What follows belongs to an exercise in optimizing a design on an open flow for small area; a production flow would make more cautious choices. At most, simulation tests tie the RTL to the original design; equivalence was not proved. Power is estimated from default activity; no workload was simulated.

old:
// regfile_sb
module regfile_sb
#(
  parameter int XLEN     = 32,
  parameter int NREGS    = 32,
  parameter int NRD      = 2,
  parameter int ZERO_REG = 1,
  parameter int BYPASS   = 1,
  localparam int AW      = $clog2(NREGS)
) (
  input  logic                clk,
  input  logic                rst_n,
  input  logic [NRD*AW-1:0]   rd_addr,
  output logic [NRD*XLEN-1:0] rd_data,
  output logic [NRD-1:0]      rd_busy,
  input  logic                wr_en,
  input  logic [AW-1:0]       wr_addr,
  input  logic [XLEN-1:0]     wr_data,
  input  logic                rsv_en,
  input  logic [AW-1:0]       rsv_addr,
  output logic                rsv_ok,
  input  logic                flush,
  output logic [AW:0]         busy_cnt
);
For scale: roughly 2600 cells after synthesis, about 130 I/O pins, ~44000 sq um of cells after synthesis.
clock: 7.5 ns
lec_check: 0
cap_margin: 20
core_margin: 2
core_utilization: 40
slew_margin: 20
synth_hierarchical: 1
synth_minimum_keep_size: 0
run.sh (not shown) runs the stock make flow with config.mk's settings and CLKGATE_MAP_FILE= SYNTH_SCRIPT=/design/flow/synth_recipe.tcl, a recipe that flattens the netlist after the stock synthesis.
What new does differently from old at the input level:
Settings: an added CTS_BUF_LIST of sky130_fd_sc_hd__clkbuf_8; a change of CAP_MARGIN from 20 to 0; an added GPL_TIMING_DRIVEN of 0; a change of SLEW_MARGIN from 20 to 0; a change of CORE_UTILIZATION from 40 to 60.
### Flow results
- The number of global-route vias before repair reported for new is greater than that of old by 2.3%.
- Finished, but not clean: new, with negative setup slack.
- When new is set beside old, its longest individual stage delay on the worst path turns out to be 0.05 ns smaller.
- Delta (new minus old): first-iteration DRC count went up 14%; number of rows created at floorplan went down 19%; final-layout fill cell count went down 50%; total power went down 7.8%.
- Sort new and old by fraction of final layout cells with drive strength greater than 1, descending, and old comes first.
- In new the detailed route wirelength on metal3 turned out 29% higher than in old.
- Compared with old, new shows a higher via count.
No run of this note included a check of the RTL's function; only the layout flow was run.


The RTL this note starts from:
==> flow/design.v <==
`default_nettype none
package riscv_pkg;
  localparam int unsigned XLEN     = 32;
  localparam int unsigned NREGS    = 32;
  localparam int unsigned REG_AW   = $clog2(NREGS);
  localparam int unsigned REG_ZERO = 0;
  function automatic logic reg_legal(input int unsigned addr,
                                     input int unsigned nregs,
                                     input logic        zero_reg);
    reg_legal = (addr < nregs) && !(zero_reg && (addr == REG_ZERO));
  endfunction
endpackage
`default_nettype wire
`default_nettype none
module regfile_scoreboard
#(
  parameter int NREGS    = 32,
  parameter int ZERO_REG = 1,
  localparam int AW      = $clog2(NREGS),
  localparam int CW      = AW + 1
) (
  input  logic             wr_en,
  input  logic [AW-1:0]    wr_addr,
  input  logic [NREGS-1:0] wr_sel,
  input  logic             rsv_en,
  input  logic [AW-1:0]    rsv_addr,
  input  logic             flush,
  input  logic [NREGS-1:0] busy,
  input  logic [CW-1:0]    busy_cnt,
  output logic             rsv_ok,
  output logic [NREGS-1:0] busy_nxt,
  output logic [CW-1:0]    busy_cnt_nxt
);
  logic rsv_legal;
  logic wr_hits_rsv;
  logic rsv_free;
  logic set_busy;
  logic cnt_dec;
  always_comb begin
    rsv_legal   = riscv_pkg::reg_legal(32'(rsv_addr), NREGS, ZERO_REG != 0);
    wr_hits_rsv = wr_en && (wr_addr == rsv_addr);
    rsv_free    = !busy[rsv_addr];
    rsv_ok      = rsv_en && !flush && (rsv_free || wr_hits_rsv);
    set_busy    = rsv_ok && rsv_legal;
    cnt_dec     = |(wr_sel & busy);
    for (int r = 0; r < NREGS; r++) begin
      busy_nxt[r] = !flush && ((set_busy && rsv_addr == AW'(r)) ||
                               (busy[r] && !wr_sel[r]));
    end
    busy_cnt_nxt = flush ? '0 : busy_cnt + CW'(set_busy) - CW'(cnt_dec);
  end
endmodule
`default_nettype wire
`default_nettype none
module regfile_sb
#(
  parameter int XLEN     = 32,
  parameter int NREGS    = 32,
  parameter int NRD      = 2,
  parameter int ZERO_REG = 1,
  parameter int BYPASS   = 1,
  localparam int AW      = $clog2(NREGS)
) (
  input  logic                clk,
  input  logic                rst_n,
  input  logic [NRD*AW-1:0]   rd_addr,
  output logic [NRD*XLEN-1:0] rd_data,
  output logic [NRD-1:0]      rd_busy,
  input  logic                wr_en,
  input  logic [AW-1:0]       wr_addr,
  input  logic [XLEN-1:0]     wr_data,
  input  logic                rsv_en,
  input  logic [AW-1:0]       rsv_addr,
  output logic                rsv_ok,
  input  logic                flush,
  output logic [AW:0]         busy_cnt
);
  logic [XLEN-1:0]  regs [NREGS];
  logic [NREGS-1:0] valid;
  logic [NREGS-1:0] busy;
  logic [NREGS-1:0] busy_nxt;
  logic [NREGS-1:0] wr_sel;
  logic [AW:0]      busy_cnt_nxt;
  for (genvar r = 0; r < NREGS; r++) begin : g_wsel
    if (ZERO_REG != 0 && r == 0) begin : g_zero
      assign wr_sel[r] = 1'b0;
    end else begin : g_leg
      assign wr_sel[r] = wr_en && (wr_addr == AW'(r));
    end
  end
  for (genvar r = 0; r < NREGS; r++) begin : g_reg
    if (ZERO_REG != 0 && r == 0) begin : g_zero
      assign regs[r]  = '0;
      assign valid[r] = 1'b0;
      assign busy[r]  = 1'b0;
    end else begin : g_leg
      always_ff @(posedge clk) begin
        if (wr_sel[r]) regs[r] <= wr_data;
      end
      always_ff @(posedge clk or negedge rst_n) begin
        if (!rst_n) begin
          valid[r] <= 1'b0;
          busy[r]  <= 1'b0;
        end else begin
          if (wr_sel[r]) valid[r] <= 1'b1;
          busy[r] <= busy_nxt[r];
        end
      end
    end
  end
  always_ff @(posedge clk or negedge rst_n) begin
    if (!rst_n) busy_cnt <= '0;
    else        busy_cnt <= busy_cnt_nxt;
  end
  regfile_scoreboard #(
    .NREGS    (NREGS),
    .ZERO_REG (ZERO_REG)
  ) u_sb (
    .wr_en        (wr_en),
    .wr_addr      (wr_addr),
    .wr_sel       (wr_sel),
    .rsv_en       (rsv_en),
    .rsv_addr     (rsv_addr),
    .flush        (flush),
    .busy         (busy),
    .busy_cnt     (busy_cnt),
    .rsv_ok       (rsv_ok),
    .busy_nxt     (busy_nxt),
    .busy_cnt_nxt (busy_cnt_nxt)
  );
  logic [XLEN-1:0] wr_data_n;
  assign wr_data_n = ~wr_data;
  for (genvar i = 0; i < NRD; i++) begin : g_rd
    logic [AW-1:0]    addr;
    logic             hit;
    logic [NREGS-1:0] asel;
    logic [NREGS-1:0] sel;
    assign addr = rd_addr[i*AW +: AW];
    assign hit  = (BYPASS != 0) && rst_n && wr_en && (wr_addr == addr) &&
                  riscv_pkg::reg_legal(32'(addr), NREGS, ZERO_REG != 0);
    for (genvar r = 0; r < NREGS; r++) begin : g_sel
      assign asel[r] = (addr == AW'(r));
      assign sel[r]  = asel[r] && valid[r];
    end
    assign rd_busy[i] = !hit && |(asel & busy);
    localparam int R0 = (ZERO_REG != 0) ? 1 : 0;
    localparam int NT = NREGS - R0;
    for (genvar b = 0; b < XLEN; b++) begin : g_bit
      logic [NT-1:0] d;
      for (genvar r = R0; r < NREGS; r++) begin : g_d
        assign d[r - R0] = regs[r][b];
      end
      regfile_rdmux #(.N(NT)) u_mux (
        .sel  (sel[NREGS-1:R0]),
        .d    (d),
        .byp  (hit),
        .bdn  (wr_data_n[b]),
        .q    (rd_data[i*XLEN + b])
      );
    end
  end
endmodule
module regfile_rdmux
#(
  parameter int N = 31,
  localparam int G3 = N / 3,
  localparam int RM = N % 3,
  localparam int G  = G3 + ((RM != 0) ? 1 : 0),
  localparam int K  = (G + 3) / 4
) (
  input  logic [N-1:0] sel,
  input  logic [N-1:0] d,
  input  logic         byp,
  input  logic         bdn,
  output logic         q
);
  logic [G-1:0] qn;
  logic [K-1:0] x;
  for (genvar g = 0; g < G3; g++) begin : g_grp
    regfile_aoi222 u_aoi (
      .s  (sel[3*g +: 3]),
      .d  (d[3*g +: 3]),
      .qn (qn[g])
    );
  end
  if (RM == 2) begin : g_rm2
    regfile_aoi22 u_aoi (
      .s  (sel[3*G3 +: 2]),
      .d  (d[3*G3 +: 2]),
      .qn (qn[G3])
    );
  end else if (RM == 1) begin : g_rm1
    regfile_nand2 u_nand (
      .a  (sel[3*G3]),
      .b  (d[3*G3]),
      .y  (qn[G3])
    );
  end
  for (genvar k = 0; k < K; k++) begin : g_nand
    localparam int W = ((G - 4*k) < 4) ? (G - 4*k) : 4;
    regfile_nandn #(.W(W)) u_nand (
      .a  (qn[4*k +: W]),
      .y  (x[k])
    );
  end
  regfile_rdout #(.K(K)) u_out (
    .x   (x),
    .byp (byp),
    .bdn (bdn),
    .q   (q)
  );
endmodule
module regfile_nandn
#(
  parameter int W = 4
) (
  input  logic [W-1:0] a,
  output logic         y
);
  assign y = ~&a;
endmodule
module regfile_nand2 (
  input  logic a,
  input  logic b,
  output logic y
);
  assign y = ~(a & b);
endmodule
module regfile_rdout
#(
  parameter int K = 3
) (
  input  logic [K-1:0] x,
  input  logic         byp,
  input  logic         bdn,
  output logic         q
);
  assign q = byp ? ~bdn : |x;
endmodule
module regfile_aoi222 (
  input  logic [2:0] s,
  input  logic [2:0] d,
  output logic       qn
);
  assign qn = ~|(s & d);
endmodule
module regfile_aoi22 (
  input  logic [1:0] s,
  input  logic [1:0] d,
  output logic       qn
);
  assign qn = ~|(s & d);
endmodule
`default_nettype wire
export LEC_CHECK = 0
export CAP_MARGIN = 20
export CORE_MARGIN = 2
export CORE_UTILIZATION = 40
export PLACE_DENSITY = 0.8
export SLEW_MARGIN = 20
export SYNTH_HIERARCHICAL = 1
export SYNTH_MINIMUM_KEEP_SIZE = 0
create_clock -name core_clock -period 7.5 [get_ports {clk}]
standard.sh (not shown) runs the stock make flow with config.mk's settings and CLKGATE_MAP_FILE= SYNTH_SCRIPT=/design/flow/synth_recipe.tcl, a recipe that flattens the netlist after the stock synthesis.
==> flow/flow/run.sh <==
#!/bin/bash
# The standard layout, with two changes: ports are buffered with the
# smallest buffer, and CTS builds the tree from clkbuf_8 without dummy
# loads, in clusters of up to 16 registers.
set -euo pipefail
bash standard.sh \
  "BUFFER_PORTS_ARGS=-buffer_cell sky130_fd_sc_hd__buf_1" \
  "CTS_ARGS=-sink_clustering_enable -repair_clock_nets -dont_use_dummy_load -sink_clustering_size 16 -sink_clustering_max_diameter 70 -buf_list sky130_fd_sc_hd__clkbuf_8" \
  finish > make_finish.log 2>&1
Rerun with:
--- a/flow/config.mk
+++ b/flow/config.mk
@@ -9,5 +9,4 @@
 export CORE_MARGIN = 2
 export CORE_UTILIZATION = 40
-export PLACE_DENSITY = 0.8
 export SLEW_MARGIN = 20
 export SYNTH_HIERARCHICAL = 1
Cell area hardly moves.
Power came out higher by 0.34%.
Register-to-register slack got worse by 0.11 ns.
Worst setup slack improved by 0.049 ns.
Clock skew grows by 0.011 ns.
Rerun with:
--- a/flow/config.mk
+++ b/flow/config.mk
@@ -9,4 +9,5 @@
 export CORE_MARGIN = 2
 export CORE_UTILIZATION = 40
+export PLACE_DENSITY = 0.7
 export SLEW_MARGIN = 20
 export SYNTH_HIERARCHICAL = 1
Total power hardly moves.
Hold slack loses 0.0053 ns.
Clock-buffer cell count goes down by 2.
Sequential power hardly moves.
Global-route usage goes down by 0.46 points.
Synthesized cell count is unchanged.
Via count goes up by 2.1%.
Sequential share of layout area goes up by 0.19 points.
Rerun with:
==> flow/flow/run.sh (replaced) <==
#!/bin/bash
# The standard layout, with two changes: ports are buffered with the
# smallest buffer, and CTS builds the tree from clkbuf_8 without dummy
# loads, in clusters of up to 16 registers.
set -euo pipefail
bash standard.sh \
  "BUFFER_PORTS_ARGS=-buffer_cell sky130_fd_sc_hd__buf_1" \
  "CTS_ARGS=-sink_clustering_enable -repair_clock_nets -dont_use_dummy_load -sink_clustering_size 16 -sink_clustering_max_diameter 50 -buf_list sky130_fd_sc_hd__clkbuf_8" \
  finish > make_finish.log 2>&1
--- a/flow/config.mk
+++ b/flow/config.mk
@@ -9,5 +9,4 @@
 export CORE_MARGIN = 2
 export CORE_UTILIZATION = 40
-export PLACE_DENSITY = 0.7
 export SLEW_MARGIN = 20
 export SYNTH_HIERARCHICAL = 1
Outcome: Synthesized cell count is unchanged; combinational power stays flat; setup slack gets better by 0.14 ns; die area is unchanged; global-route usage rises by 0.55 points; utilization rises by 0.37 points; clock-buffer cell count rises by 21.

## afterwards: timing with drivers on the ports
How much do the figures lean on ideal ports? The routed layouts below were timed once more, with nothing changed but the port constraints.
Step 1: set_driving_cell puts a clkbuf_16 on clk and a buf_2 on each other input, an assumption about the parent block.
Step 2 also shifts input and output timing later by t, the mid clock arrival at the registers, as if the neighbouring blocks saw the same clock.
a / b / c = no drivers / after step 1 / after step 2; a / b = the first two.
run | t (ns) | setup WS [ns] | hold slack, ns | slew at the worst register clock pin (ns) | worst slew at a driven data input, ns
old | 0.754 | 0.093 / 0.072 / 0.072 | 0.477 / 0.477 / 0.477 | 0.07 / 0.07 | 0.10
new | 0.897 | -0.096 / -0.116 / -0.116 | 0.485 / 0.485 / 0.485 | 0.07 / 0.07 | 0.17
the first run of note 2 | 0.777 | 0.746 / 0.720 / 0.720 | 0.490 / 0.490 / 0.490 | 0.11 / 0.11 | 0.09
the second run of note 2 | 0.765 | 0.795 / 0.769 / 0.769 | 0.489 / 0.489 / 0.489 | 0.11 / 0.11 | 0.05
the third run of note 2 | 0.766 | 0.620 / 0.595 / 0.595 | 0.484 / 0.484 / 0.484 | 0.11 / 0.11 | 0.08
the fourth run of note 2 | 0.787 | 0.756 / 0.730 / 0.730 | 0.485 / 0.485 / 0.485 | 0.10 / 0.10 | 0.05
